Context: an optimization exercise on an open-source flow, tuned for small area, a short achievable clock period and few clock cycles per item. The choices shown serve that exercise and are no tape-out recipe.
The RTL was checked by simulation tests, not by an equivalence proof against the original design.
Power and IR drop assume default switching activity.

--- design/flow/standard.sh ---
#!/bin/bash
# synth_recipe.tcl (not shown) runs the flow's synth.tcl, then flattens the netlist and writes it again
# the make line also repeats each setting of config.mk as NAME=value (left out here)
make -C /OpenROAD-flow-scripts/flow DESIGN_CONFIG=/design/flow/config.mk WORK_HOME=/design/flow/orfs CLKGATE_MAP_FILE= SYNTH_SCRIPT=/design/flow/synth_recipe.tcl "${@:-finish}"
--- design/flow/flow/abc_map.script ---
&get -n
&st
&dch -f
&nf -R 1000
&put
buffer -c
topo
stime -c
upsize -c
dnsize -c
--- design/flow/constraint.sdc ---
create_clock -name core_clock -period 10.0 [get_ports {clk}]
set_input_delay 2.0000 -clock core_clock [delete_from_list [all_inputs] [get_ports {clk}]]
set_output_delay 2.0000 -clock core_clock [all_outputs]
set_load 0.01 [all_outputs]
--- design/flow/flow/run.sh ---
#!/bin/bash
# Own layout flow: the standard flow (standard.sh) with two changes.
#  - Synthesis: the ABC step maps with flow/abc_map.script, an area-recovering mapping, in
#    place of ORFS's abc_speed.script. Registers, hierarchy handling, flattening and renaming are
#    the standard flow's own (synth_recipe.tcl).
#  - CTS: no dummy loads, and larger sink clusters (fewer leaf buffers).
set -euo pipefail
WORK=$PWD
export MY_ABC_SCRIPT=$WORK/flow/abc_map.script
{
  echo 'proc abc {args} {'
  echo '  set i [lsearch -exact $args -script]'
  echo '  if { $i >= 0 } { lset args [expr {$i + 1}] $::env(MY_ABC_SCRIPT) }'
  echo '  puts "abc with script $::env(MY_ABC_SCRIPT)"'
  echo '  yosys abc {*}$args'
  echo '}'
  echo "source $WORK/synth_recipe.tcl"
} > $WORK/own_synth.tcl
CTS="-sink_clustering_enable -repair_clock_nets -dont_use_dummy_load -sink_clustering_size 25 -sink_clustering_max_diameter 100"
sed -e "s|SYNTH_SCRIPT=[^ ]*|SYNTH_SCRIPT=$WORK/own_synth.tcl|" \
    -e "s|CLKGATE_MAP_FILE= |CLKGATE_MAP_FILE= 'CTS_ARGS=$CTS' |" standard.sh > own_standard.sh
grep -q "SYNTH_SCRIPT=$WORK/own_synth.tcl" own_standard.sh
grep -q "CTS_ARGS=" own_standard.sh
bash own_standard.sh finish > own_flow_make.log 2>&1
--- design/flow/config.mk ---
export PLATFORM = sky130hd
export DESIGN_NAME = mips_alu_top
export DESIGN_NICKNAME = mips_alu_top
export VERILOG_FILES = /design/flow/design.v
export SDC_FILE = /design/flow/constraint.sdc
export NUM_CORES = 4
export LEC_CHECK = 0
export CAP_MARGIN = 20
export CORE_MARGIN = 2
export CORE_UTILIZATION = 40
export SETUP_SLACK_MARGIN = 3.5
export SLEW_MARGIN = 20
export SYNTH_HIERARCHICAL = 1
--- design/flow/design.v ---
package mips_alu_pkg;
    typedef struct packed {
        logic [5:0]              opcode;
        logic [5-1:0] rs;
        logic [5-1:0] rt;
        logic [5-1:0] rd;
        logic [4:0]              shamt;
        logic [5:0]              funct;
    } r_fields_t;
    typedef struct packed {
        logic [5:0]              opcode;
        logic [5-1:0] rs;
        logic [5-1:0] rt;
        logic [15:0]             imm16;
    } i_fields_t;
    typedef union packed {
        r_fields_t r;
        i_fields_t i;
    } inst_word_u;
    typedef enum logic [3:0] {
        alu_add,
        alu_sub,
        alu_slt,
        alu_sltu,
        alu_sll,
        alu_srl,
        alu_sra,
        alu_and,
        alu_or,
        alu_xor,
        alu_nor,
        alu_lui
    } alu_op_e;
    typedef struct packed {
        logic                    valid;
        alu_op_e                 op;
        logic [5-1:0] rs;
        logic [5-1:0] rt;
        logic [5-1:0] wr_addr;
        logic                    wr_en;
        logic                    use_imm;
        logic [32-1:0]    imm;
        logic                    shift_by_reg;
        logic [4:0]              shamt;
        logic                    ovf_check;
        logic                    ri;
    } dec_rec_t;
    typedef struct packed {
        logic                    valid;
        logic                    wr_en;
        logic [5-1:0] wr_addr;
        logic [32-1:0]    result;
        logic                    ovf;
        logic                    ri;
    } exe_rec_t;
    typedef struct packed {
        logic                 cyc;
        logic                 stb;
        logic                 we;
        logic [6-1:0] adr;
        logic [32-1:0] dat_w;
    } wb_req_t;
endpackage
`timescale 1ns/1ns
module alu_execute (
    input  logic [31:0] a,
    input  logic [31:0] b,
    input  logic        sub,
    input  logic        c_arith,
    input  logic        c_slt,
    input  logic        c_sltu,
    input  logic        c_shift,
    input  logic        sh_left,
    input  logic        sh_arith,
    input  logic        c_and,
    input  logic        c_or,
    input  logic        c_xor,
    input  logic        c_nor,
    input  logic        c_pass,
    output logic [31:0] result,
    output logic        ovf_raw
);
    logic [32:0] sum;
    logic        lt_s, lt_u;
    assign sum     = {1'b0, a} + {1'b0, b} + {32'd0, sub};
    assign ovf_raw = (a[31] == b[31]) && (sum[31] != a[31]);
    assign lt_s    = sum[31] ^ ovf_raw;
    assign lt_u    = ~sum[32];
    logic [31:0] sh_in, sh_out, sh_res;
    logic        sh_fill;
    assign sh_fill = sh_arith & b[31];
    always_comb begin
        for (int i = 0; i < 32; i++) sh_in[i] = sh_left ? b[31-i] : b[i];
    end
    assign sh_out = 32'({{32{sh_fill}}, sh_in} >> a[4:0]);
    always_comb begin
        for (int i = 0; i < 32; i++) sh_res[i] = sh_left ? sh_out[31-i] : sh_out[i];
    end
    always_comb begin
        result = ({32{c_arith}} & sum[31:0])
               | ({32{c_slt}}   & {31'd0, lt_s})
               | ({32{c_sltu}}  & {31'd0, lt_u})
               | ({32{c_shift}} & sh_res)
               | ({32{c_and}}   & (a & b))
               | ({32{c_or}}    & (a | b))
               | ({32{c_xor}}   & (a ^ b))
               | ({32{c_nor}}   & ~(a | b))
               | ({32{c_pass}}  & b);
    end
endmodule
`timescale 1ns/1ns
module rf_read_port (
    input  logic [31*32-1:0] regs_flat,    
    input  logic [4:0]       addr,
    input  logic             en,
    output logic [31:0]      data
);
    logic [31:0] sel;
    always_comb begin
        sel = '0;
        for (int i = 1; i < 32; i++) sel[i] = en & (addr == 5'(i));
    end
    logic [31:0] lvl0 [0:31];
    logic [31:0] lvl1 [0:15];
    logic [31:0] lvl2 [0:7];
    logic [31:0] lvl3 [0:3];
    logic [31:0] lvl4 [0:1];
    always_comb begin
        lvl0[0] = '0;
        for (int i = 1; i < 32; i++) lvl0[i] = {32{sel[i]}} & regs_flat[32*(i-1) +: 32];
        for (int i = 0; i < 16; i++) lvl1[i] = lvl0[2*i] | lvl0[2*i+1];
        for (int i = 0; i < 8; i++)  lvl2[i] = lvl1[2*i] | lvl1[2*i+1];
        for (int i = 0; i < 4; i++)  lvl3[i] = lvl2[2*i] | lvl2[2*i+1];
        for (int i = 0; i < 2; i++)  lvl4[i] = lvl3[2*i] | lvl3[2*i+1];
        data = lvl4[0] | lvl4[1];
    end
endmodule
`timescale 1ns/1ns
module mips_alu_top (
    input  logic        clk,
    input  logic        reset,
    input  logic        wb_cyc,
    input  logic        wb_stb,
    input  logic        wb_we,
    input  logic [5:0]  wb_adr,
    input  logic [31:0] wb_dat_w,
    output logic [31:0] wb_dat_r,
    output logic        wb_ack
);
    logic [31:0] regs [1:31];
    logic [1:0]  status;    
    logic [5:0]  op;
    logic [4:0]  rs, rt, rd, sa;
    logic [5:0]  fn;
    logic [15:0] imm16;
    assign op    = wb_dat_w[31:26];
    assign rs    = wb_dat_w[25:21];
    assign rt    = wb_dat_w[20:16];
    assign rd    = wb_dat_w[15:11];
    assign sa    = wb_dat_w[10:6];
    assign fn    = wb_dat_w[5:0];
    assign imm16 = wb_dat_w[15:0];
    logic req;
    logic stall;
    assign req    = wb_cyc & wb_stb;
    assign wb_ack = req & ~stall;    
    logic        p_we;         
    logic [4:0]  p_dest;
    logic [31:0] p_a, p_b;
    logic        p_sub, p_ovf_check;
    logic        p_arith, p_slt, p_sltu, p_shift, p_left, p_sra;
    logic        p_and, p_or, p_xor, p_nor, p_pass;
    logic        p_ovf_raw, p_ovf;
    logic [31:0] p_result;
    logic        p_wr;
    alu_execute alu_i (
        .a        (p_a),
        .b        (p_b),
        .sub      (p_sub),
        .c_arith  (p_arith),
        .c_slt    (p_slt),
        .c_sltu   (p_sltu),
        .c_shift  (p_shift),
        .sh_left  (p_left),
        .sh_arith (p_sra),
        .c_and    (p_and),
        .c_or     (p_or),
        .c_xor    (p_xor),
        .c_nor    (p_nor),
        .c_pass   (p_pass),
        .result   (p_result),
        .ovf_raw  (p_ovf_raw)
    );
    assign p_ovf = p_ovf_check & p_ovf_raw;
    assign p_wr = p_we & ~p_ovf;
    logic [4:0]  a_addr;
    logic [31:0] rf_a, rf_b, a_data, b_data;
    logic        a_hit, b_hit;
    assign a_addr = wb_adr[5] ? rs : wb_adr[4:0];
    assign a_hit  = p_wr & (p_dest == a_addr);
    assign b_hit  = p_wr & (p_dest == rt);
    logic [31*32-1:0] regs_flat;
    always_comb begin
        for (int i = 1; i < 32; i++) regs_flat[32*(i-1) +: 32] = regs[i];
    end
    rf_read_port port_a_i (
        .regs_flat (regs_flat),
        .addr      (a_addr),
        .en        (1'b1),
        .data      (rf_a)
    );
    rf_read_port port_b_i (
        .regs_flat (regs_flat),
        .addr      (rt),
        .en        (1'b1),
        .data      (rf_b)
    );
    assign a_data = a_hit ? p_result : rf_a;
    assign b_data = b_hit ? p_result : rf_b;
    logic special;
    logic sa_zero, rs_zero;
    logic kept;
    logic ovf_check;
    logic c_arith, c_slt, c_sltu, c_shift, c_and, c_or, c_xor, c_nor, c_lui;
    assign special = (op == 6'd0);
    assign sa_zero = (sa == 5'd0);
    assign rs_zero = (rs == 5'd0);
    always_comb begin
        kept      = 1'b0;
        ovf_check = 1'b0;
        c_arith   = 1'b0;
        c_slt     = 1'b0;
        c_sltu    = 1'b0;
        c_shift   = 1'b0;
        c_and     = 1'b0;
        c_or      = 1'b0;
        c_xor     = 1'b0;
        c_nor     = 1'b0;
        c_lui     = 1'b0;
        if (special) begin
            case (fn)
                6'h00, 6'h02, 6'h03: begin kept = rs_zero; c_shift = 1'b1; end
                6'h04, 6'h06, 6'h07: begin kept = sa_zero; c_shift = 1'b1; end
                6'h20, 6'h22:        begin kept = sa_zero; c_arith = 1'b1; ovf_check = 1'b1; end
                6'h21, 6'h23:        begin kept = sa_zero; c_arith = 1'b1; end
                6'h24:               begin kept = sa_zero; c_and = 1'b1; end
                6'h25:               begin kept = sa_zero; c_or  = 1'b1; end
                6'h26:               begin kept = sa_zero; c_xor = 1'b1; end
                6'h27:               begin kept = sa_zero; c_nor = 1'b1; end
                6'h2A:               begin kept = sa_zero; c_slt  = 1'b1; end
                6'h2B:               begin kept = sa_zero; c_sltu = 1'b1; end
                default:             kept = 1'b0;
            endcase
        end else begin
            case (op)
                6'h08:   begin kept = 1'b1; c_arith = 1'b1; ovf_check = 1'b1; end
                6'h09:   begin kept = 1'b1; c_arith = 1'b1; end
                6'h0A:   begin kept = 1'b1; c_slt  = 1'b1; end
                6'h0B:   begin kept = 1'b1; c_sltu = 1'b1; end
                6'h0C:   begin kept = 1'b1; c_and = 1'b1; end
                6'h0D:   begin kept = 1'b1; c_or  = 1'b1; end
                6'h0E:   begin kept = 1'b1; c_xor = 1'b1; end
                6'h0F:   begin kept = rs_zero; c_lui = 1'b1; end
                default: kept = 1'b0;
            endcase
        end
    end
    logic is_inst, is_reg_wr, is_stat_wr;
    logic [4:0] w_dest;
    assign is_inst    = req & wb_we & (wb_adr == 6'd32);
    assign is_reg_wr  = req & wb_we & ~wb_adr[5];
    assign is_stat_wr = req & wb_we & (wb_adr == 6'd33);
    assign w_dest     = wb_adr[5] ? (special ? rd : rt) : wb_adr[4:0];
    logic [31:0] a_next, b_next, b_sel;
    logic        sub;
    logic        fixed_shift;
    assign fixed_shift = special & (fn[5:2] == 4'd0);
    assign a_next = fixed_shift ? {27'd0, sa} : a_data;
    always_comb begin
        if (~wb_adr[5])          b_sel = wb_dat_w;
        else if (special)        b_sel = b_data;
        else if (c_lui)          b_sel = {imm16, 16'd0};
        else if (op[2])          b_sel = {16'd0, imm16};
        else                     b_sel = {{16{imm16[15]}}, imm16};
    end
    assign sub    = wb_adr[5] & (c_arith | c_slt | c_sltu) & (special ? fn[1] : op[1]);
    assign b_next = b_sel ^ {32{sub}};
    always_ff @(posedge clk) begin
        if (reset) begin
            p_we        <= 1'b0;
            p_ovf_check <= 1'b0;
        end else begin
            p_we        <= (is_inst & kept | is_reg_wr) & (w_dest != 5'd0);
            p_ovf_check <= is_inst & ovf_check;
        end
    end
    always_ff @(posedge clk) begin
        p_dest      <= w_dest;
        p_a         <= a_next;
        p_b         <= b_next;
        p_sub       <= sub;
        p_arith     <= wb_adr[5] & c_arith;
        p_slt       <= wb_adr[5] & c_slt;
        p_sltu      <= wb_adr[5] & c_sltu;
        p_shift     <= wb_adr[5] & c_shift;
        p_left      <= (fn[1:0] == 2'b00);
        p_sra       <= (fn[1:0] == 2'b11);
        p_and       <= wb_adr[5] & c_and;
        p_or        <= wb_adr[5] & c_or;
        p_xor       <= wb_adr[5] & c_xor;
        p_nor       <= wb_adr[5] & c_nor;
        p_pass      <= ~wb_adr[5] | c_lui;
    end
    logic [31:0] rf_wdata;
    assign rf_wdata = reset ? 32'd0 : p_result;
    for (genvar i = 1; i < 32; i++) begin : g_reg
        always_ff @(posedge clk) begin
            if (reset || (p_wr && p_dest == 5'(i))) regs[i] <= rf_wdata;
        end
    end
    always_ff @(posedge clk) begin
        if (reset || is_stat_wr) begin
            status <= 2'b00;
        end else begin
            status[0] <= status[0] | p_ovf;
            status[1] <= status[1] | (is_inst & ~kept);
        end
    end
    assign stall = ~wb_we & (wb_adr[5] ? (wb_adr[4:0] == 5'd1) & p_ovf_check
                                       : p_we & (p_dest == wb_adr[4:0]));
    assign wb_dat_r = wb_adr[5] ? ((wb_adr[4:0] == 5'd1) ? {30'd0, status} : 32'd0) : rf_a;
endmodule
==> impl_metrics.ini, run 1 <==
[outcome]
status = complete, no violations

[sta]
hold_viol_final = 0
max_clock_freq_ghz = 0.141
setup_viol = 0
rsz0062_at_grt = yes
drv_slew = 0
slew_headroom_pct = 21.9
fin_setup_tns_ns = 0
post-route-min-period_ns = 7.11
setup_slack_ns = 2.89
worst_pin_slew_ns = 1.17
fin_skew_ns = 0.0405
min_period_over_period_pct = 71.1

[place]
placed_cell_area_sq_um = 55000
io_buffer_count = 75
dpl.hpwl_um = 128000
gp_congestion = 1.08
place_ws_ns = 1.30

[routing]
first_iter_violations = 7453
firstDrtPassIters = 10
drc = 0
drt-wirelength-per-cell_um = 34.8
wl_um = 212000
detail-route-antenna-nets = 0
num_vias = 42500
via_per_inst = 6.95

[synthesis]
syn_area_sq_um = 52100
ys.flop_type = edfxtp_1
synth_area_per_cell_sq_um = 12.3
synth_edf_count = 992
synth_top_cell_by_area = edfxtp_1
ys_seq_area_share_pct = 60.5
ys_async_sr_fraction_pct = 0
ys_seq_elements = 1077
yosysWarnings = 15
yosysUniqueCellTypes = 77
synth_top_area_share_pct = 57.2
synth_area_leaders = edfxtp_1 57%, a22oi_1 7.7%, a221oi_1 3.4%
synthCells = 4235

[power_and_ir_drop]
p_per_area_nw_per_um2 = 157
power_w = 0.00943
peakVddDrop_mv = 0.121
leakage_nw = 20.9

[global_route]
grt_max_degree = 94
grt_antenna_before_repair = 11
grtUsageTotal_pct = 31.0
grt_pass1_vias = 40600
grt_pass1_wl_um = 296000
overflow = 0

[critical_path]
path_cells = buf_16 > mux2i_4 > buf_12 > clkinvlp_4 > buf_6 > nand2_4 > nor2_4 > buf_12 > buf_8 > a22o_1 > a221oi_4 > nand4_1 > or3_4 > a22o_1 > buf_2
max_stage_delay_ns = 0.54
path_buf_inv = 7
path_class = in2out
worst-path-max-fanout = 5
cp_top_family = simple AND/OR/NAND/NOR gates
arrival_ns = 5.11
start_kind = primary input
cp_data_required_time_ns = 8.00
crit_slowest_cell = or3_4
cp-end-kind = output port

[finish]
design_area_sq_um = 59900
final_util_pct = 46.4
fin_nets = 4477
fillers = 11500
drive_gt1_share_pct = 18.2
area_growth_pct = 15.1

[floorplan]
dieWidth_um = 365
die_h_um = 365
start_util_pct = 40.3
ios = 76
die-area_sq_um = 133000
coreArea_sq_um = 129000
row_count = 132

[hold_path]
hp-class = reg2reg

[clocking]
clock_path_buffers = 3
numCtsBuffers = 50
clk_latency_ns = 0.67
htree_levels = 2
cts_root_buf = clkbuf_16
cts.sinks = 1077
hold_buffers = 0
clk_pin_slew_ns = 0.11
cts_tree = done

[flow_run]
maxCapViolCount = 0
-- layout by cell type (no fill, tap or decap), types with 10 or more instances in the layout --
cell type	count
or3_1	35
nor2b_1	12
a221oi_2	90
xor2_1	36
buf_2	15
clkbuf_16	51
nor2_4	69
nand3_1	17
a31oi_1	11
dfxtp_1	83
nor2b_4	46
nor3_1	20
o21ai_0	143
a221oi_1	128
or3_4	35
buf_4	239
a211oi_1	10
buf_6	55
a22o_1	192
o21a_1	20
mux2i_1	66
ha_1	64
a21o_2	23
a21oi_1	176
o21ai_1	58
nand2_1	248
inv_1	70
a222oi_1	69
nor2b_2	17
buf_12	39
edfxtp_1	992
nand4_1	205
o211ai_1	12
nand2b_1	10
clkdlybuf4s50_1	31
xnor2_1	40
a22oi_1	532
nor2_1	224
-- flip-flops by register name, summed over array words and instances, names as in the netlist --
signal	count
regs	992
p_a	32
p_b	32
p_dest	5
status	2
p_and	1
p_arith	1
p_left	1
p_nor	1
p_or	1
p_ovf_check	1
p_pass	1
p_shift	1
p_slt	1
p_sltu	1
p_sra	1
p_sub	1
p_we	1
p_xor	1
-- final cells by class --
cell class	count	area [sq um]	share of cell area [%]
diodes	1	2.50	0.00417
clock buffers	50	1250	2.09
inverters	79	309	0.516
multi-input cells	2760	20700	34.6
flip-flops and latches	1077	31500	52.5
well taps	1742	2180	3.64
repair buffers	400	4000	6.66
-- per-layer routing --
layer  track usage, %  wire [um]  part of all wire [%]
met1             39.4      76300                    36
met2             47.6      93800                    44
met3             8.60      28200                    13
met4             17.9      14100                   6.6
met5                0         66                 0.031
-- path summary, 6_finish.rpt --
| path | from | cells past startpoint | endpoint | slack, ns |
|---|---|---|---|---|
| worst max register to register | p_a[1]$_DFF_P_ | 19 | regs[10][4]$_DFFE_PP_ | 3.68 |
| worst min register to register | status[1]$_SDFF_PP0_ | 1 | status[1]$_SDFF_PP0_ | 0.49 |
| worst min-delay path | status[1]$_SDFF_PP0_ | 1 | status[1]$_SDFF_PP0_ | 0.49 |
| worst max-delay path | wb_adr[5] | 15 | wb_dat_r[0] | 2.89 |
-- power by group --
group | internal (W) | total [W] | switching (W)
clock | 0.000895 | 0.00227 | 0.00138
combinational | 0.000525 | 0.00165 | 0.00113
sequential | 0.00529 | 0.00550 | 0.000213
total | 0.00671 | 0.00943 | 0.00272
-- cell families after synthesis --
group                      count (synthesis)  share of synthesized area, %
muxes                                     70                          1.35
and+or+nand+nor                          998                          9.64
xor gates and xnor gates                  76                          1.28
DFF                                     1077                          60.5
other                                      1                       0.00720
AOI/OAI and AO/OA                       1531                          22.0
buffers and inverters                    416                          3.68
adders and majority gates                 66                          1.61
-- worst register-to-register path, cell delays in order (launching register included) --
cell      delay [ns]
dfxtp_1         0.31
buf_4           0.40
clkinv_2        0.46
ha_1            0.45
nand3_1         0.08
nand2_1         0.12
nand3_1         0.09
nand2_1         0.20
a21boi_0        0.27
o41ai_2         0.45
nand3_1         0.30
nand3_1         0.17
nand2_1         0.15
xnor2_1         0.18
nor2_1          0.11
a21boi_0        0.42
buf_4           0.26
nor2b_4         0.47
a21o_2          0.61
buf_4           0.49
-- cells in the mapped netlist, drive strengths merged, types with 3 or more instances --
cell type	instances
and2	8
o211ai	12
nand4	205
xor2	36
mux2i	68
a222oi	69
clkbuf	227
a21oi	181
xnor2	40
nor2b	75
nand2b	14
a31oi	12
or4	4
a221o	3
ha	64
or3	70
buf	110
inv	77
and3	5
dfxtp	85
o21a	21
edfxtp	992
a22oi	535
o2bb2ai	3
o21bai	3
a21boi	3
nand3	26
a211oi	10
a221oi	225
nand2	265
o21ai	207
nor4	13
a22o	194
o2111ai	4
nor2	283
a21o	37
nor3	24
-- repair_timing --
| action | 4_1_cts | 5_1_grt |
|---|---|---|
| gates resized for setup | 449 | 64 |
| buffers inserted | 151 | 29 |
| gates cloned | 24 | 1 |
| endpoints found under the setup margin | 1000 | 77 |
| pin swaps | 148 | 97 |
-- Yosys stat by module, one instance, submodules excluded --
module,flip-flops and latches,cells inside,area [sq um]
mips_alu_top,1077,1721,35100
alu_execute,0,992,5870
rf_read_port,0,761,5570
-- through the flow --
stage	hold slack, ns	std cells
2_1_floorplan	0.441	4238
3_3_place_gp	0.454	5853
3_5_place_dp	0.457	5853
4_1_cts	0.481	6078
5_1_grt	0.501	6109
6_report	0.485	6109
Testbench counts, summed over its fixed seeds: cycles 84,463, transfers 83,662.
==> run 2, diff against run 1 <==
--- a/design/flow/design.v
+++ b/design/flow/design.v
@@ -196,7 +196,9 @@
     logic [4:0]  a_addr;
     logic [31:0] rf_a, rf_b, a_data, b_data;
     logic        a_hit, b_hit;
-    assign a_addr = wb_adr[5] ? rs : wb_adr[4:0];
+    logic        a_en;
+    assign a_addr = wb_adr[4:0] | (rs & {5{wb_adr[5]}});
+    assign a_en   = ~wb_adr[5] | wb_we;
     assign a_hit  = p_wr & (p_dest == a_addr);
     assign b_hit  = p_wr & (p_dest == rt);
     logic [31*32-1:0] regs_flat;
@@ -206,7 +208,7 @@
     rf_read_port port_a_i (
         .regs_flat (regs_flat),
         .addr      (a_addr),
-        .en        (1'b1),
+        .en        (a_en),
         .data      (rf_a)
     );
     rf_read_port port_b_i (
@@ -328,5 +330,5 @@
     end
     assign stall = ~wb_we & (wb_adr[5] ? (wb_adr[4:0] == 5'd1) & p_ovf_check
                                        : p_we & (p_dest == wb_adr[4:0]));
-    assign wb_dat_r = wb_adr[5] ? ((wb_adr[4:0] == 5'd1) ? {30'd0, status} : 32'd0) : rf_a;
+    assign wb_dat_r = rf_a | {30'd0, status & {2{wb_adr == 6'd33}}};
 endmodule
--- a/design/flow/flow/run.sh
+++ b/design/flow/flow/run.sh
@@ -1,16 +1,19 @@
 #!/bin/bash
 # Own layout flow: the standard flow (standard.sh) with two changes.
-#  - Synthesis: the ABC step maps with flow/abc_map.script, an area-recovering mapping, in
-#    place of ORFS's abc_speed.script. Registers, hierarchy handling, flattening and renaming are
-#    the standard flow's own (synth_recipe.tcl).
+#  - Synthesis: the ABC step maps with flow/abc_map.script (area-recovering mapping) in place of
+#    ORFS's abc_speed.script, and leaves out the slow wide OR cells listed in
+#    flow/abc_dont_use.txt. Registers, flattening and renaming are the standard flow's own (synth_recipe.tcl).
 #  - CTS: no dummy loads, and larger sink clusters (fewer leaf buffers).
+# All tool output goes to own_flow_make.log here and to ORFS's per-step logs under orfs/logs.
 set -euo pipefail
 WORK=$PWD
 export MY_ABC_SCRIPT=$WORK/flow/abc_map.script
+export MY_ABC_DONT_USE="$(cat $WORK/flow/abc_dont_use.txt)"
 {
   echo 'proc abc {args} {'
   echo '  set i [lsearch -exact $args -script]'
   echo '  if { $i >= 0 } { lset args [expr {$i + 1}] $::env(MY_ABC_SCRIPT) }'
+  echo '  foreach c $::env(MY_ABC_DONT_USE) { lappend args -dont_use $c }'
   echo '  puts "abc with script $::env(MY_ABC_SCRIPT)"'
   echo '  yosys abc {*}$args'
   echo '}'
==> design/flow/flow/abc_dont_use.txt (new file) <==
sky130_fd_sc_hd__or3_1 sky130_fd_sc_hd__or3_2 sky130_fd_sc_hd__or3_4 sky130_fd_sc_hd__or3b_1 sky130_fd_sc_hd__or3b_2 sky130_fd_sc_hd__or3b_4 sky130_fd_sc_hd__or4_1 sky130_fd_sc_hd__or4_2 sky130_fd_sc_hd__or4_4 sky130_fd_sc_hd__or4b_1 sky130_fd_sc_hd__or4b_2 sky130_fd_sc_hd__or4b_4 sky130_fd_sc_hd__or4bb_1 sky130_fd_sc_hd__or4bb_2 sky130_fd_sc_hd__or4bb_4 
--- a/design/flow/config.mk
+++ b/design/flow/config.mk
@@ -10,4 +10,3 @@
 export CORE_UTILIZATION = 40
 export SETUP_SLACK_MARGIN = 3.5
 export SLEW_MARGIN = 20
-export SYNTH_HIERARCHICAL = 1
==> run 2 against run 1 <==
Combinational power is 15% higher. Die area fell by 2.7%. Largest cell class unchanged. Global-route usage grew 4.2 points. Sequential share of layout area up 1.4 points. Area after synthesis fell by 2.7%. Final area decreased by 2.6%. Clock skew rose by 0.040 ns. Non-clock buffer count rose by 30.
==> impl_metrics.ini, run 2 <==
[hold_path]
min_from = status[0]$_SDFF_PP0_
hold_path_depth = 2
hp-class = reg2reg

[synthesis]
syn_area_sq_um = 50700
ys_seq_elements = 1077
ys.flop_type = edfxtp_1
yosysMostFrequentCell = edfxtp_1
synth_area_leaders = edfxtp_1 59%, a222oi_1 6.5%, a22oi_1 4.7%
synth_top_area_share_pct = 58.8
ys_async_sr_fraction_pct = 0
ys_seq_area_share_pct = 62.1
synth_top_cell_by_area = edfxtp_1
yosysWarnings = 9
synth_edf_count = 992
ys_top_cells_by_count = 992 x edfxtp_1, 379 x nand2_1, 329 x a222oi_1
synth_area_per_cell_sq_um = 12.2
yosysUniqueCellTypes = 71
synthCells = 4146

[sta]
setup_viol = 0
max_clock_freq_ghz = 0.154
worst_pin_slew_ns = 1.31
slew_headroom_pct = 12.1
fin_skew_ns = 0.0803
rsz0062_at_grt = yes
min_period_over_period_pct = 65.1
hold_viol_final = 0
fin_setup_tns_ns = 0
post-route-min-period_ns = 6.51
drv_slew = 0

[global_route]
grt_pass1_vias = 40500
grt_max_degree = 95
grtUsageTotal_pct = 35.2
grt_antenna_before_repair = 14
grt_pass1_wl_um = 322000
overflow = 0

[power_and_ir_drop]
p_per_area_nw_per_um2 = 166
peakVddDrop_mv = 0.141
combPwrFrac_pct = 19.6
swShare_pct = 30.5
internal_power_w = 0.00674
power.switching_w = 0.00296
pwr-share-seq_pct = 56.7
leakage_nw = 20.2
power.share.clock_pct = 23.7

[floorplan]
die-area_sq_um = 130000
ios = 76
coreArea_sq_um = 126000
row_count = 130
start_util_pct = 40.3
dieWidth_um = 360
die_h_um = 360

[finish]
largest_reg_flops = 992
top_regs = regs (992), p_a (32), p_b (32)
final_cell_mix = 992 x edfxtp_1, 360 x nand2_1, 329 x a222oi_1, 315 x a22oi_1, 264 x buf_4
fin_nets = 4417
final_common_cell = edfxtp_1
fin_cells = 5966
drive_gt1_share_pct = 15.7
area_growth_pct = 15.3
regMostFlops = regs

[clocking]
cts.sinks = 1077
htree_levels = 2
numCtsBuffers = 50
clk_latency_ns = 0.71
cts_tree = done
clk_pin_slew_ns = 0.10
cts_root_buf = clkbuf_16
clock_path_buffers = 3

[critical_path]
cp-startpoint = wb_adr[5]
cp-end-kind = output port
start_kind = primary input
worst_r2r_path_depth = 19
worst-path-max-fanout = 9
path_class = in2out
r2r_start = p_a[1]$_DFF_P_
rrSetupSlack_ns = 3.67
arrival_ns = 4.51
cp_data_required_time_ns = 8.00

[outcome]
status = complete, no violations

[routing]
first_iter_violations = 11800
wl_um = 237000
num_vias = 44000
drc = 0
via_per_inst = 7.38
drt-wirelength-per-cell_um = 39.8
firstDrtPassIters = 13
detail-route-antenna-nets = 0

[place]
dp.cells = 5721
dpl.hpwl_um = 145000
io_buffer_count = 75
gp_congestion = 1.03

[flow_run]
maxCapViolCount = 0
run 2: per-stage QoR:
stage	hold slack [ns]	utilization (%)	total power, W	worst slack (ns)	cell area [sq um]
floorplan	0.479	-	0.00649	3.92	50700
global placement	0.504	43.2	0.00728	1.74	54400
detailed placement	0.521	43.3	0.00729	1.80	54400
CTS	0.536	46.1	0.00956	3.48	58000
global route	0.571	46.4	0.00994	3.49	58400
finish	0.543	46.5	0.00970	3.49	58400
run 2: final timing paths:
| path | end |
|---|---|
| hold / removal | status[0]$_SDFF_PP0_ |
| hold reg to reg | status[0]$_SDFF_PP0_ |
| setup reg to reg | p_b[22]$_DFF_P_ |
| setup / recovery | wb_dat_r[1] |
run 2: routing by layer:
layer	vias to the layer above	GRT usage [%]	routed length, um
met1	21500	45.7	83500
met2	4398	48.4	94800
met4	14	21.5	17400
met3	861	14.9	41300
li1	17200	-	-
met5	-	0.666	199
run 2: power groups by stage:
stage | clock [W] | combinational [W] | sequential [W]
detailed placement | 0 | 0.00170 | 0.00559
CTS | 0.00229 | 0.00179 | 0.00548
floorplan | 0 | 0.000975 | 0.00551
global placement | 0 | 0.00170 | 0.00558
finish | 0.00230 | 0.00190 | 0.00550
global route | 0.00244 | 0.00197 | 0.00552
run 2: logic make-up after synthesis:
kind of cell             synth area share (%)
XOR/XNOR                                 1.35
AO/OA/AOI/OAI                            21.0
multiplexers                             1.25
adder cells (fa/ha/maj)                  1.66
buffers and inverters                    3.24
AND/OR/NAND/NOR                          9.38
flip-flops                               62.1
run 2: timing repair:
action | in CTS | in global routing
gates cloned | 13 | 2
endpoints found under the setup margin | 35 | 36
pin swaps | 100 | 45
hold buffers | 0 | 0
buffers inserted | 146 | 21
gates resized for setup | 239 | 61
run 2: critical path, stage by stage:
cell	delay, ns
buf_16	0.12
buf_4	0.13
a21o_4	0.23
nor2_2	0.29
nand2_4	0.20
nor2_4	0.36
buf_6	0.24
a222oi_1	0.14
and4_1	0.17
nand4_1	0.08
buf_6	0.16
a21o_1	0.11
dlygate4sd2_1	0.26
run 2: cell type report:
type	instances	area, sq um
Timing Repair Buffer	430	4250
Sequential cell	1077	31500
Fill cell	11100	67300
Clock buffer	50	1250
Tap cell	1650	2060
Inverter	79	304
Multi-Input combinational cell	2670	19000
Antenna cell	10	25.0
Testbench counts of run 2, summed over its fixed seeds: cycles 84,463, transfers 83,662.
==> run 3, diff against run 2 <==
--- a/design/flow/design.v
+++ b/design/flow/design.v
@@ -161,9 +161,9 @@
     assign fn    = wb_dat_w[5:0];
     assign imm16 = wb_dat_w[15:0];
     logic req;
-    logic stall;
+    logic rd_q;    
     assign req    = wb_cyc & wb_stb;
-    assign wb_ack = req & ~stall;    
+    assign wb_ack = req & (wb_we | rd_q);
     logic        p_we;         
     logic [4:0]  p_dest;
     logic [31:0] p_a, p_b;
@@ -199,7 +199,7 @@
     logic        a_en;
     assign a_addr = wb_adr[4:0] | (rs & {5{wb_adr[5]}});
     assign a_en   = ~wb_adr[5] | wb_we;
-    assign a_hit  = p_wr & (p_dest == a_addr);
+    assign a_hit  = p_wr & a_en & (p_dest == a_addr);
     assign b_hit  = p_wr & (p_dest == rt);
     logic [31*32-1:0] regs_flat;
     always_comb begin
@@ -328,7 +328,18 @@
             status[1] <= status[1] | (is_inst & ~kept);
         end
     end
-    assign stall = ~wb_we & (wb_adr[5] ? (wb_adr[4:0] == 5'd1) & p_ovf_check
-                                       : p_we & (p_dest == wb_adr[4:0]));
-    assign wb_dat_r = rf_a | {30'd0, status & {2{wb_adr == 6'd33}}};
+    logic [31:0] rd_data;
+    logic [1:0]  status_now;
+    assign status_now = {status[1], status[0] | p_ovf};
+    always_ff @(posedge clk) begin
+        if (reset) begin
+            rd_q <= 1'b0;
+        end else begin
+            rd_q <= req & ~wb_we & ~rd_q;
+        end
+    end
+    always_ff @(posedge clk) begin
+        rd_data <= a_data | {30'd0, status_now & {2{wb_adr == 6'd33}}};
+    end
+    assign wb_dat_r = rd_data;
 endmodule
==> design/flow/flow/run.sh (replaced) <==
#!/bin/bash
set -euo pipefail
WORK=$PWD
export MY_ABC_SCRIPT=$WORK/flow/abc_map.script
export MY_ABC_DONT_USE="$(cat $WORK/flow/abc_dont_use.txt)"
{
  echo 'proc abc {args} {'
  echo '  set i [lsearch -exact $args -script]'
  echo '  if { $i >= 0 } { lset args [expr {$i + 1}] $::env(MY_ABC_SCRIPT) }'
  echo '  foreach c $::env(MY_ABC_DONT_USE) { lappend args -dont_use $c }'
  echo '  puts "abc with script $::env(MY_ABC_SCRIPT)"'
  echo '  yosys abc {*}$args'
  echo '}'
  echo "source $WORK/synth_recipe.tcl"
} > $WORK/own_synth.tcl
CTS="-sink_clustering_enable -repair_clock_nets -dont_use_dummy_load -sink_clustering_size 25 -sink_clustering_max_diameter 100"
sed -e "s|SYNTH_SCRIPT=[^ ]*|SYNTH_SCRIPT=$WORK/own_synth.tcl|" \
    -e "s|CLKGATE_MAP_FILE= |CLKGATE_MAP_FILE= 'CTS_ARGS=$CTS' |" \
    -e "s|\"\${@:-finish}\"|SETUP_SLACK_MARGIN=5.5 \"\${@:-finish}\"|" standard.sh > own_standard.sh
grep -q "SYNTH_SCRIPT=$WORK/own_synth.tcl" own_standard.sh
grep -q "CTS_ARGS=" own_standard.sh
grep -q "SETUP_SLACK_MARGIN=5.5" own_standard.sh
bash own_standard.sh finish > own_flow_make.log 2>&1
--- a/design/flow/config.mk
+++ b/design/flow/config.mk
@@ -8,5 +8,4 @@
 export CAP_MARGIN = 20
 export CORE_MARGIN = 2
 export CORE_UTILIZATION = 40
-export SETUP_SLACK_MARGIN = 3.5
 export SLEW_MARGIN = 20
==> run 3 against run 2 <==
Still clean on timing, DRC and antenna. Area after synthesis rose by 1.6%. Via count fell by 2.3%. Sequential cell count rose by 33. Synthesized cell count rose by 1.6%. Combinational power rose by 3%. Routed wire length fell by 5.3%. Setup slack improved by 1.9 ns. Critical path type is now in2reg.
==> impl_metrics.ini, run 3 <==
[power_and_ir_drop]
internal_power_w = 0.00701
peakVddDrop_mv = 0.135
swShare_pct = 30.1
power.switching_w = 0.00302
power.share.clock_pct = 23.6
leakage_nw = 20.5
pwr-share-seq_pct = 57.0
combPwrFrac_pct = 19.4
p_per_area_nw_per_um2 = 169

[synthesis]
ys_seq_area_share_pct = 62.4
synth_top_area_share_pct = 57.8
ys_async_sr_fraction_pct = 0
synthMuxAreaShare_pct = 1.23
synth_edf_count = 992
synth_xor_area_share_pct = 1.21
ys_top_cells_by_count = 992 x edfxtp_1, 374 x nand2_1, 309 x a22oi_1
synth_top_cell_by_area = edfxtp_1
yosysMostFrequentCell = edfxtp_1
yosysUniqueCellTypes = 72
ys.flop_type = edfxtp_1
synth_area_per_cell_sq_um = 12.2
synthAdderAreaFrac_pct = 1.63
yosysWarnings = 9
syn_area_sq_um = 51500
ys_seq_elements = 1110
synth-simple-area-share_pct = 9.63
synth_top_family_by_area = compound AO/OA/AOI/OAI gates
synth_area_leaders = edfxtp_1 58%, a222oi_1 5.9%, dfxtp_1 4.6%
synthCells = 4213
synth_compound_area_share_pct = 20.7

[hold_path]
hold_path_depth = 2
hold_path_end = status[0]$_SDFF_PP0_
min_from = status[0]$_SDFF_PP0_
hp-class = reg2reg

[sta]
fin_setup_tns_ns = 0
setup_viol = 0
max_clock_freq_ghz = 0.218
post-route-min-period_ns = 4.58
hold_viol_final = 0
worst_pin_slew_ns = 1.14
slew_headroom_pct = 24.2
drv_slew = 0
fin_skew_ns = 0.117
min_period_over_period_pct = 45.8
rsz0062_at_grt = yes

[clocking]
clk_latency_ns = 0.71
htree_levels = 2
hold_buffers = 0
cts_tree = done
cts_root_buf = clkbuf_16
numCtsBuffers = 52
clk_pin_slew_ns = 0.09
clock_path_buffers = 3
cts.sinks = 1110

[critical_path]
rrSetupSlack_ns = 5.54
worst_r2r_path_depth = 19
r2r_end = p_b[17]$_DFF_P_
r2r_start = p_a[3]$_DFF_P_
cp_data_required_time_ns = 10.63
arrival_ns = 5.20
path_class = in2reg
worst-path-max-fanout = 13
start_kind = primary input
cp-end-kind = flip-flop

[global_route]
met2_usage_pct = 49.4
grt_max_degree = 56
grtUsageTotal_pct = 32.3
grt_antenna_before_repair = 7
grt_pass1_wl_um = 305000
use_met1_pct = 41.7
overflow = 0
met3_usage_pct = 9.79
grt.busiest_layer = met2
grt_pass1_vias = 39300

[finish]
largest_reg_flops = 992
fin_cells = 5970
regMostFlops = regs
final_common_cell = edfxtp_1
final_util_pct = 46.6
final_cell_mix = 992 x edfxtp_1, 354 x nand2_1, 308 x a22oi_1, 303 x a222oi_1, 186 x nor2_1
area_growth_pct = 15.4
design_area_sq_um = 59400
drive_gt1_share_pct = 16.2
fin_nets = 4415

[routing]
detail-route-antenna-nets = 0
via_per_inst = 7.20
num_vias = 43000
firstDrtPassIters = 13
drt-wirelength-per-cell_um = 37.6
drc = 0
wl_um = 225000
first_iter_violations = 10700

[flow_run]
maxCapViolCount = 0

[place]
dp.cells = 5766
gp_congestion = 1.00
dpl.hpwl_um = 139000
io_buffer_count = 75
placed_cell_area_sq_um = 54900

[floorplan]
die_h_um = 363
ios = 76
start_util_pct = 40.3
row_count = 131
die-area_sq_um = 132000
coreArea_sq_um = 128000
dieWidth_um = 363

[outcome]
status = complete, no violations
-- run 3: logic make-up (layout without fill, tap and decap cells) --
kind of cell	count (synthesis)	after routing
mux	60	60
buf+inv	411	499
fa+ha+maj	66	66
xor+xnor	71	71
flops	1110	1110
other cells	0	4
simple gates	1080	1083
compound gates	1415	1415
-- run 3: final cells by class --
cell class | count | area (sq um)
well taps | 1662 | 2080
fillers | 11200 | 68200
flip-flops and latches | 1110 | 32200
clock buffers | 52 | 1300
diodes | 4 | 10.0
multi-input cells | 2695 | 19600
repair buffers | 367 | 3990
inverters | 80 | 303
-- run 3: critical path: stages --
cell	delay (ns)
dlygate4sd2_1	0.31
a21o_4	0.26
nor2_1	0.28
nand2_2	0.14
nor2_4	0.52
buf_4	0.38
a22o_1	0.19
a21oi_1	0.05
and4_1	0.23
nand4_1	0.10
o21ai_0	0.10
o21ai_1	0.35
mux2_2	0.26
-- run 3: how the worst max path moves through the flow --
stage / start / endpoint / slack [ns] / cells after the start
final: wb_adr[3] / p_a[3]$_DFF_P_ / 5.42 / 13
after global routing: wb_adr[5] / p_a[21]$_SDFF_PP0_ / 5.44 / 13
after CTS: wb_adr[0] / p_a[21]$_SDFF_PP0_ / 5.40 / 13
after detailed placement: wb_adr[5] / p_a[2]$_DFF_P_ / 3.27 / 14
after global placement: wb_adr[5] / p_a[2]$_DFF_P_ / 3.29 / 14
after floorplan: p_a[2]$_DFF_P_ / regs[17][0]$_DFFE_PP_ / 5.20 / 18
-- run 3: metal layers --
| layer | part of all wire, % | up-vias |
|---|---|---|
| li1 | - | 17200 |
| met1 | 35 | 21100 |
| met2 | 43 | 3964 |
| met3 | 15 | 720 |
| met4 | 6.9 | 6 |
| met5 | 0.015 | - |
-- run 3: power groups by stage --
stage | Clock, W | Sequential [W] | Combinational, W
2_1_floorplan | 0 | 0.00569 | 0.000980
3_3_place_gp | 0 | 0.00579 | 0.00166
3_5_place_dp | 0 | 0.00579 | 0.00167
4_1_cts | 0.00237 | 0.00569 | 0.00180
5_1_grt | 0.00252 | 0.00574 | 0.00203
6_report | 0.00237 | 0.00571 | 0.00195
-- run 3: timing repair --
action / in CTS / in global routing
endpoints found under the setup margin: 1687 / 1217
pin swaps: 77 / 48
gates cloned: 7 / 12
setup buffers: 84 / 45
resized for setup: 317 / 170
-- run 3: through the flow --
stage | total power (W) | worst slack, ns | hold slack (ns)
final | 0.0100 | 5.42 | 0.477
after global routing | 0.0103 | 5.44 | 0.524
after CTS | 0.00986 | 5.40 | 0.424
after detailed placement | 0.00746 | 3.27 | 0.412
after global placement | 0.00745 | 3.29 | 0.409
after floorplan | 0.00667 | 5.20 | 0.398
Testbench counts of run 3, summed over its fixed seeds: cycles 106,782, transfers 83,662.
==> run 4, diff against run 3 <==
--- a/design/flow/design.v
+++ b/design/flow/design.v
@@ -65,6 +65,7 @@
 module alu_execute (
     input  logic [31:0] a,
     input  logic [31:0] b,
+    input  logic [4:0]  shamt,
     input  logic        sub,
     input  logic        c_arith,
     input  logic        c_slt,
@@ -92,7 +93,7 @@
     always_comb begin
         for (int i = 0; i < 32; i++) sh_in[i] = sh_left ? b[31-i] : b[i];
     end
-    assign sh_out = 32'({{32{sh_fill}}, sh_in} >> a[4:0]);
+    assign sh_out = 32'({{32{sh_fill}}, sh_in} >> shamt);
     always_comb begin
         for (int i = 0; i < 32; i++) sh_res[i] = sh_left ? sh_out[31-i] : sh_out[i];
     end
@@ -167,6 +168,8 @@
     logic        p_we;         
     logic [4:0]  p_dest;
     logic [31:0] p_a, p_b;
+    logic        p_fixed;      
+    logic [4:0]  p_sa;
     logic        p_sub, p_ovf_check;
     logic        p_arith, p_slt, p_sltu, p_shift, p_left, p_sra;
     logic        p_and, p_or, p_xor, p_nor, p_pass;
@@ -175,6 +178,7 @@
     logic        p_wr;
     alu_execute alu_i (
         .a        (p_a),
+        .shamt    (p_fixed ? p_sa : p_a[4:0]),
         .b        (p_b),
         .sub      (p_sub),
         .c_arith  (p_arith),
@@ -277,7 +281,7 @@
     logic        sub;
     logic        fixed_shift;
     assign fixed_shift = special & (fn[5:2] == 4'd0);
-    assign a_next = fixed_shift ? {27'd0, sa} : a_data;
+    assign a_next = a_data;
     always_comb begin
         if (~wb_adr[5])          b_sel = wb_dat_w;
         else if (special)        b_sel = b_data;
@@ -299,6 +303,8 @@
     always_ff @(posedge clk) begin
         p_dest      <= w_dest;
         p_a         <= a_next;
+        p_fixed     <= fixed_shift;
+        p_sa        <= sa;
         p_b         <= b_next;
         p_sub       <= sub;
         p_arith     <= wb_adr[5] & c_arith;
==> run 4 against run 3 <==
Highest routed layer unchanged. Largest power group unchanged. First-iteration DRC count fell by 6.7%. Still clean. Final area is 3.0% lower. Maximum frequency is 0.36% lower. Via count decreased by 2.3%. Routed wire length fell by 4.1%. Core utilization decreased by 0.81 points. Clock skew shrank 0.024 ns. Area after synthesis decreased by 1.1%. Count of clock-buffer cells in the layout is 1 lower.
==> impl_metrics.ini, run 4 <==
[global_route]
grt_pass1_wl_um = 296000
overflow = 0
grt_antenna_before_repair = 4
grt_pass1_vias = 38600
grtUsageTotal_pct = 31.6
grt_max_degree = 77

[clocking]
cts_tree = done
htree_levels = 2
cts_root_buf = clkbuf_16
cts.sinks = 1086
numCtsBuffers = 51
clock_path_buffers = 3
clk_pin_slew_ns = 0.11
clk_latency_ns = 0.72

[sta]
post-route-min-period_ns = 4.59
rsz0062_at_grt = yes
hold_viol_final = 0
fin_skew_ns = 0.0937
fin_setup_tns_ns = 0
drv_slew = 0
setup_viol = 0
slew_headroom_pct = 23.8
max_clock_freq_ghz = 0.218
min_period_over_period_pct = 45.9
hold_ws_ns = 0.452
worst_pin_slew_ns = 1.14

[hold_path]
hp-class = reg2reg

[power_and_ir_drop]
leakage_nw = 19.6
swShare_pct = 30.1
power.share.clock_pct = 23.9
power.switching_w = 0.00292
internal_power_w = 0.00679
peakVddDrop_mv = 0.128
pwr-share-seq_pct = 57.7
p_per_area_nw_per_um2 = 168
combPwrFrac_pct = 18.4

[finish]
final_common_cell = edfxtp_1
largest_reg_flops = 992
regMostFlops = regs
top_regs = regs (992), p_b (32), p_a (31)
fillers = 11200
fin_nets = 4298
final_cell_mix = 992 x edfxtp_1, 379 x nand2_1, 315 x a22oi_1, 311 x a222oi_1, 222 x a21oi_1
drive_gt1_share_pct = 13.7
area_growth_pct = 13.2

[synthesis]
synth-simple-area-share_pct = 9.44
yosysWarnings = 9
ys_top_cells_by_count = 992 x edfxtp_1, 387 x nand2_1, 315 x a22oi_1
synth_area_per_cell_sq_um = 12.2
yosysMostFrequentCell = edfxtp_1
synth_area_leaders = edfxtp_1 58%, a222oi_1 6.1%, a22oi_1 4.6%
synth_compound_area_share_pct = 20.6
ys_seq_area_share_pct = 62.2
syn_area_sq_um = 50900
ys_async_sr_fraction_pct = 0
synth_top_cell_by_area = edfxtp_1
yosysUniqueCellTypes = 63
synth_xor_area_share_pct = 1.22
synth_top_family_by_area = compound AO/OA/AOI/OAI gates
synth_edf_count = 992
synthMuxAreaShare_pct = 1.17
synthCells = 4185
ys.flop_type = edfxtp_1
synth_top_area_share_pct = 58.5
synthAdderAreaFrac_pct = 1.65
ys_seq_elements = 1086

[floorplan]
row_count = 130
ios = 76
start_util_pct = 40.4
die-area_sq_um = 130000
die_h_um = 361
dieWidth_um = 361
coreArea_sq_um = 126000

[routing]
wl_um = 215000
via_per_inst = 7.20
firstDrtPassIters = 13
drc = 0
num_vias = 42000
detail-route-antenna-nets = 0
first_iter_violations = 9947
drt-wirelength-per-cell_um = 36.9

[critical_path]
max_stage_delay_ns = 0.46
cp_top_family = compound AO/OA/AOI/OAI gates
path_class = in2reg
arrival_ns = 5.15
cp-end-kind = flip-flop
path_buf_inv = 5
start_kind = primary input
path_cells = dlygate4sd2_1 > buf_12 > buf_12 > nand2b_4 > buf_4 > nor4_2 > bufbuf_16 > a21oi_2 > nand4_1 > a2111oi_4 > nand4_1 > a21oi_4 > o21ai_0 > o21ai_0 > xnor2_1
crit_slowest_cell = a2111oi_4
worst-path-max-fanout = 32
cp_data_required_time_ns = 10.56

[place]
dpl.hpwl_um = 136000
io_buffer_count = 75
gp_congestion = 0.997

[flow_run]
maxCapViolCount = 0

[outcome]
status = complete, no violations
run 4: cell types whose count changed after synthesis, moves of 19 or more:
cell	before	now
a21oi_1	194	243
nor2_1	257	222
buf_4	7	36
dfxtp_1	118	94
and2_1	34	13
nand3_1	158	139
o21ai_1	93	74
run 4: repair_timing:
item / CTS / global route
pin swaps: 59 / 39
hold buffers: 0 / 0
gates resized for setup: 231 / 106
setup endpoints to repair: 1466 / 947
gates cloned: 3 / 6
setup buffers: 33 / 41
run 4: per-layer routing:
| layer | global-route usage, % | part of all wire, % | up-vias |
|---|---|---|---|
| met2 | 48.9 | 44 | 3626 |
| met1 | 40.7 | 36 | 20800 |
| met3 | 9.68 | 14 | 670 |
| met5 | 0.851 | 0.098 | - |
| met4 | 13.7 | 5.5 | 6 |
| li1 | - | - | 17000 |
run 4: stage by stage:
stage / power (W) / setup slack, ns / std cells / area (sq um) / util [%]
floorplan: 0.00656 / 4.67 / 4185 / 50900 / -
global route: 0.00996 / 5.44 / 5838 / 57700 / 45.7
detailed placement: 0.00731 / 3.65 / 5703 / 54300 / 43.1
global placement: 0.00730 / 3.49 / 5703 / 54200 / 43.0
CTS: 0.00959 / 5.43 / 5790 / 56900 / 45.1
finish: 0.00971 / 5.41 / 5841 / 57700 / 45.8
run 4: logic make-up after synthesis:
group                    count (synthesis)
multiplexers                            58
flip-flops                            1086
buffers and inverters                  443
AND/OR/NAND/NOR                       1048
adder cells (fa/ha/maj)                 66
AO/OA/AOI/OAI                         1413
XOR/XNOR                                71
run 4: final timing paths:
kind / from / to / slack, ns / cells after the start
hold / removal: rd_q$_SDFF_PP0_ / rd_q$_SDFF_PP0_ / 0.45 / 1
setup / recovery: wb_dat_w[17] / p_b[17]$_DFF_P_ / 5.41 / 15
hold reg to reg: rd_q$_SDFF_PP0_ / rd_q$_SDFF_PP0_ / 0.45 / 1
setup reg to reg: p_a[0]$_DFF_P_ / regs[28][0]$_DFFE_PP_ / 5.61 / 15
run 4: cell type report:
class	count	area, sq um	area share (%)
antenna	4	10.0	0.0174
clock buffer	51	1280	2.21
inverter	78	299	0.519
multi-input combinational	2657	19100	33.1
sequential	1086	31700	54.9
tap	1650	2060	3.58
timing repair buffer	315	3250	5.63
run 4: power by group through the flow:
| stage | logic (W) | registers [W] | clock network, W |
|---|---|---|---|
| after CTS | 0.00169 | 0.00558 | 0.00232 |
| after detailed placement | 0.00163 | 0.00568 | 0 |
| after floorplan | 0.000989 | 0.00557 | 0 |
| final | 0.00179 | 0.00560 | 0.00232 |
| after global routing | 0.00187 | 0.00562 | 0.00247 |
| after global placement | 0.00163 | 0.00568 | 0 |
Testbench counts of run 4, summed over its fixed seeds: cycles 106,782, transfers 83,662.
==> run 5, diff against run 4 <==
--- a/design/flow/flow/run.sh
+++ b/design/flow/flow/run.sh
@@ -16,8 +16,8 @@
 CTS="-sink_clustering_enable -repair_clock_nets -dont_use_dummy_load -sink_clustering_size 25 -sink_clustering_max_diameter 100"
 sed -e "s|SYNTH_SCRIPT=[^ ]*|SYNTH_SCRIPT=$WORK/own_synth.tcl|" \
     -e "s|CLKGATE_MAP_FILE= |CLKGATE_MAP_FILE= 'CTS_ARGS=$CTS' |" \
-    -e "s|\"\${@:-finish}\"|SETUP_SLACK_MARGIN=5.5 \"\${@:-finish}\"|" standard.sh > own_standard.sh
+    -e "s|\"\${@:-finish}\"|SETUP_SLACK_MARGIN=5.75 \"\${@:-finish}\"|" standard.sh > own_standard.sh
 grep -q "SYNTH_SCRIPT=$WORK/own_synth.tcl" own_standard.sh
 grep -q "CTS_ARGS=" own_standard.sh
-grep -q "SETUP_SLACK_MARGIN=5.5" own_standard.sh
+grep -q "SETUP_SLACK_MARGIN=5.75" own_standard.sh
 bash own_standard.sh finish > own_flow_make.log 2>&1
==> run 5 against run 4 <==
Setup slack improved by 0.19 ns. Critical endpoint is now p_b[24]$_DFF_P_. Combinational power increased by 8%. Hold slack improved by 0.032 ns. Largest cell class unchanged. Still clean on timing, DRC and antenna.
==> impl_metrics.ini, run 5 <==
[critical_path]
cp_data_required_time_ns = 10.53
r2r_end = p_b[25]$_DFF_P_
crit_slowest_cell = a221oi_1
cp-startpoint = wb_dat_w[16]
path_cells = buf_6 > buf_12 > buf_12 > nand2b_4 > buf_12 > nor3_4 > buf_12 > buf_4 > a22o_1 > a221oi_1 > nand4_1 > nor3_1 > o21ai_0 > nand2_1 > a21oi_1 > xor2_1
path_common_cell = buf_12
max_stage_delay_ns = 0.81
path_class = in2reg
rrSetupSlack_ns = 5.76
arrival_ns = 4.94
r2r_start = p_a[4]$_DFF_P_
path_buf_inv = 6
worst_r2r_path_depth = 17
start_kind = primary input
critical_path_depth = 16
crit_path_end = p_b[24]$_DFF_P_
worst-path-max-fanout = 7
cp_top_family = compound AO/OA/AOI/OAI gates
cp-end-kind = flip-flop

[sta]
fin_setup_tns_ns = 0
worst_pin_slew_ns = 1.27
fin_skew_ns = 0.0442
slew_headroom_pct = 15.2
post-route-min-period_ns = 4.41
min_period_over_period_pct = 44.1
setup_viol = 0
drv_slew = 0
hold_viol_final = 0
max_clock_freq_ghz = 0.227
rsz0062_at_grt = yes

[synthesis]
ys_seq_area_share_pct = 62.2
yosysMostFrequentCell = edfxtp_1
synth_top_cell_by_area = edfxtp_1
synth_edf_count = 992
yosysUniqueCellTypes = 63
syn_area_sq_um = 50900
synthCells = 4185
yosysWarnings = 9
ys_async_sr_fraction_pct = 0
synth_top_area_share_pct = 58.5
synth_area_leaders = edfxtp_1 58%, a222oi_1 6.1%, a22oi_1 4.6%
synth_area_per_cell_sq_um = 12.2
ys_seq_elements = 1086
ys_top_cells_by_count = 992 x edfxtp_1, 387 x nand2_1, 315 x a22oi_1
ys.flop_type = edfxtp_1

[routing]
first_iter_violations = 10800
num_vias = 43000
via_per_inst = 7.23
drt-wirelength-per-cell_um = 37.5
detail-route-antenna-nets = 0
wl_met2_um = 97500
drc = 0
wl_met1_um = 77000
dr_wl_met3_um = 34500
topRoutingLayerUsed = met5
firstDrtPassIters = 16
wl_um = 223000

[floorplan]
die_h_um = 361
die-area_sq_um = 130000
row_count = 130
coreArea_sq_um = 126000
dieWidth_um = 361
start_util_pct = 40.4
ios = 76

[clocking]
numCtsBuffers = 50
hold_buffers = 0
cts_root_buf = clkbuf_16
clock_path_buffers = 3
cts_tree = done
clk_pin_slew_ns = 0.08
cts.sinks = 1086
htree_levels = 2
clk_latency_ns = 0.68

[global_route]
grt_antenna_before_repair = 9
grt_max_degree = 58
overflow = 0
grt_pass1_wl_um = 304000
grt_pass1_vias = 39400
grtUsageTotal_pct = 32.6

[power_and_ir_drop]
peakVddDrop_mv = 0.145
power_w = 0.00982
leakage_nw = 20.5
p_per_area_nw_per_um2 = 165

[finish]
fin_nets = 4408
final_common_cell = edfxtp_1
area_growth_pct = 17.1
drive_gt1_share_pct = 18.2
top_regs = regs (992), p_b (32), p_a (31)
largest_reg_flops = 992
final_cell_mix = 992 x edfxtp_1, 373 x nand2_1, 312 x a22oi_1, 311 x a222oi_1, 221 x buf_4
regMostFlops = regs

[place]
dpl.hpwl_um = 138000
gp_congestion = 1.02
io_buffer_count = 75

[hold_path]
hp-class = reg2reg

[flow_run]
maxCapViolCount = 0

[outcome]
status = complete, no violations
==> run 5: how the worst min path moves through the flow <==
stage,start,end,slack (ns),depth (start not counted)
final,rd_q$_SDFF_PP0_,rd_q$_SDFF_PP0_,0.48,1
after global routing,rd_q$_SDFF_PP0_,rd_q$_SDFF_PP0_,0.51,1
after CTS,rd_q$_SDFF_PP0_,rd_q$_SDFF_PP0_,0.44,1
after detailed placement,rd_q$_SDFF_PP0_,rd_q$_SDFF_PP0_,0.41,1
after global placement,rd_q$_SDFF_PP0_,rd_q$_SDFF_PP0_,0.41,1
after floorplan,rd_q$_SDFF_PP0_,rd_q$_SDFF_PP0_,0.40,1
==> run 5: cell families (layout without fill, tap and decap cells) <==
logic type | count (synthesis) | count (layout) | synth area share [%]
compound gates | 1413 | 1413 | 20.6
xor+xnor | 71 | 71 | 1.22
fa+ha+maj | 66 | 66 | 1.65
buf+inv | 443 | 555 | 3.70
flops | 1086 | 1086 | 62.2
mux | 58 | 58 | 1.17
other cells | 0 | 6 | 0
simple gates | 1048 | 1048 | 9.44
==> run 5: final cells by class <==
class | count | area, sq um
clock buffers | 50 | 1250
multi-input cells | 2656 | 19800
diodes | 6 | 15.0
well taps | 1650 | 2060
fillers | 11000 | 66400
flip-flops and latches | 1086 | 31700
repair buffers | 427 | 4530
inverters | 78 | 308
==> run 5: repair_timing <==
action | 4_1_cts | 5_1_grt
pin swaps | 94 | 123
setup buffers | 117 | 63
hold endpoints to repair | 0 | 0
endpoints found under the setup margin | 1800 | 1523
gates resized for setup | 383 | 190
cloned | 12 | 7
==> run 5: worst register-to-register path: stages, from the launching register on <==
cell	delay [ns]
dfxtp_1	0.46
inv_1	0.14
ha_1	0.41
a21oi_1	0.30
nand2_1	0.21
a21oi_4	0.31
nor3_1	0.15
a21oi_1	0.42
xnor2_1	0.16
a221oi_1	0.32
o21ai_1	0.11
a221o_1	0.35
a21oi_4	0.28
o21ai_1	0.14
a21oi_2	0.13
o21ai_1	0.07
o21ai_1	0.10
xnor2_1	0.13
==> run 5: power breakdown <==
| part | switching (W) | internal [W] |
|---|---|---|
| combinational | 0.00131 | 0.000618 |
| clock | 0.00137 | 0.000895 |
| sequential | 0.000289 | 0.00533 |
| total | 0.00297 | 0.00685 |
==> run 5: metal layers <==
layer	global-route usage (%)	vias up
li1	-	17200
met1	41.2	21200
met2	49.4	3876
met3	11.9	779
met4	15.8	8
met5	0	-
==> run 5: metrics by stage <==
step	setup slack [ns]	instances	cell area, sq um	hold slack (ns)	util (%)
2_1_floorplan	4.88	4185	51200	0.398	-
3_3_place_gp	3.25	5694	54300	0.410	43.0
3_5_place_dp	3.23	5698	54300	0.412	43.1
4_1_cts	5.66	5877	58300	0.440	46.2
5_1_grt	5.59	5948	59700	0.510	47.3
6_report	5.59	5953	59700	0.484	47.3

[afterwards: timing with drivers on the ports]
Ports are ideal in the flow. The routed layouts listed here were re-timed in OpenROAD. Step 1, drivers: a clkbuf_16 drives clk and a buf_2 each remaining input, both assumed. Step 2, shift: input delay + t, output delay - t, t = (earliest + latest rising clock arrival at the registers) / 2. This alone moves slack from input paths to output paths. Slacks: ideal / step 1 / step 2; pairs: ideal / step 1.
| run | shift t [ns] | setup WS [ns] | worst setup path after step 2 | latest minus earliest clock arrival (ns) | worst data-port slew with drivers (ns) |
|---|---|---|---|---|---|
| run 1 | 0.730 | 2.885 / 2.727 / 2.727 | input to output | 0.040 / 0.040 | 0.16 |
| run 2 | 0.758 | 3.493 / 3.361 / 2.943 | input to register | 0.082 / 0.082 | 0.23 |
| run 3 | 0.716 | 5.423 / 5.324 / 4.609 | input to register | 0.117 / 0.117 | 0.18 |
| run 4 | 0.752 | 5.406 / 5.407 / 4.655 | input to register | 0.094 / 0.094 | 0.20 |
| run 5 | 0.732 | 5.593 / 5.582 / 4.863 | input to register | 0.044 / 0.044 | 0.13 |
After both steps setup and hold are still met in every run listed. The setup slack of run 3, which loses most, moves by -0.099 ns with the drivers and by -0.814 ns with both steps.
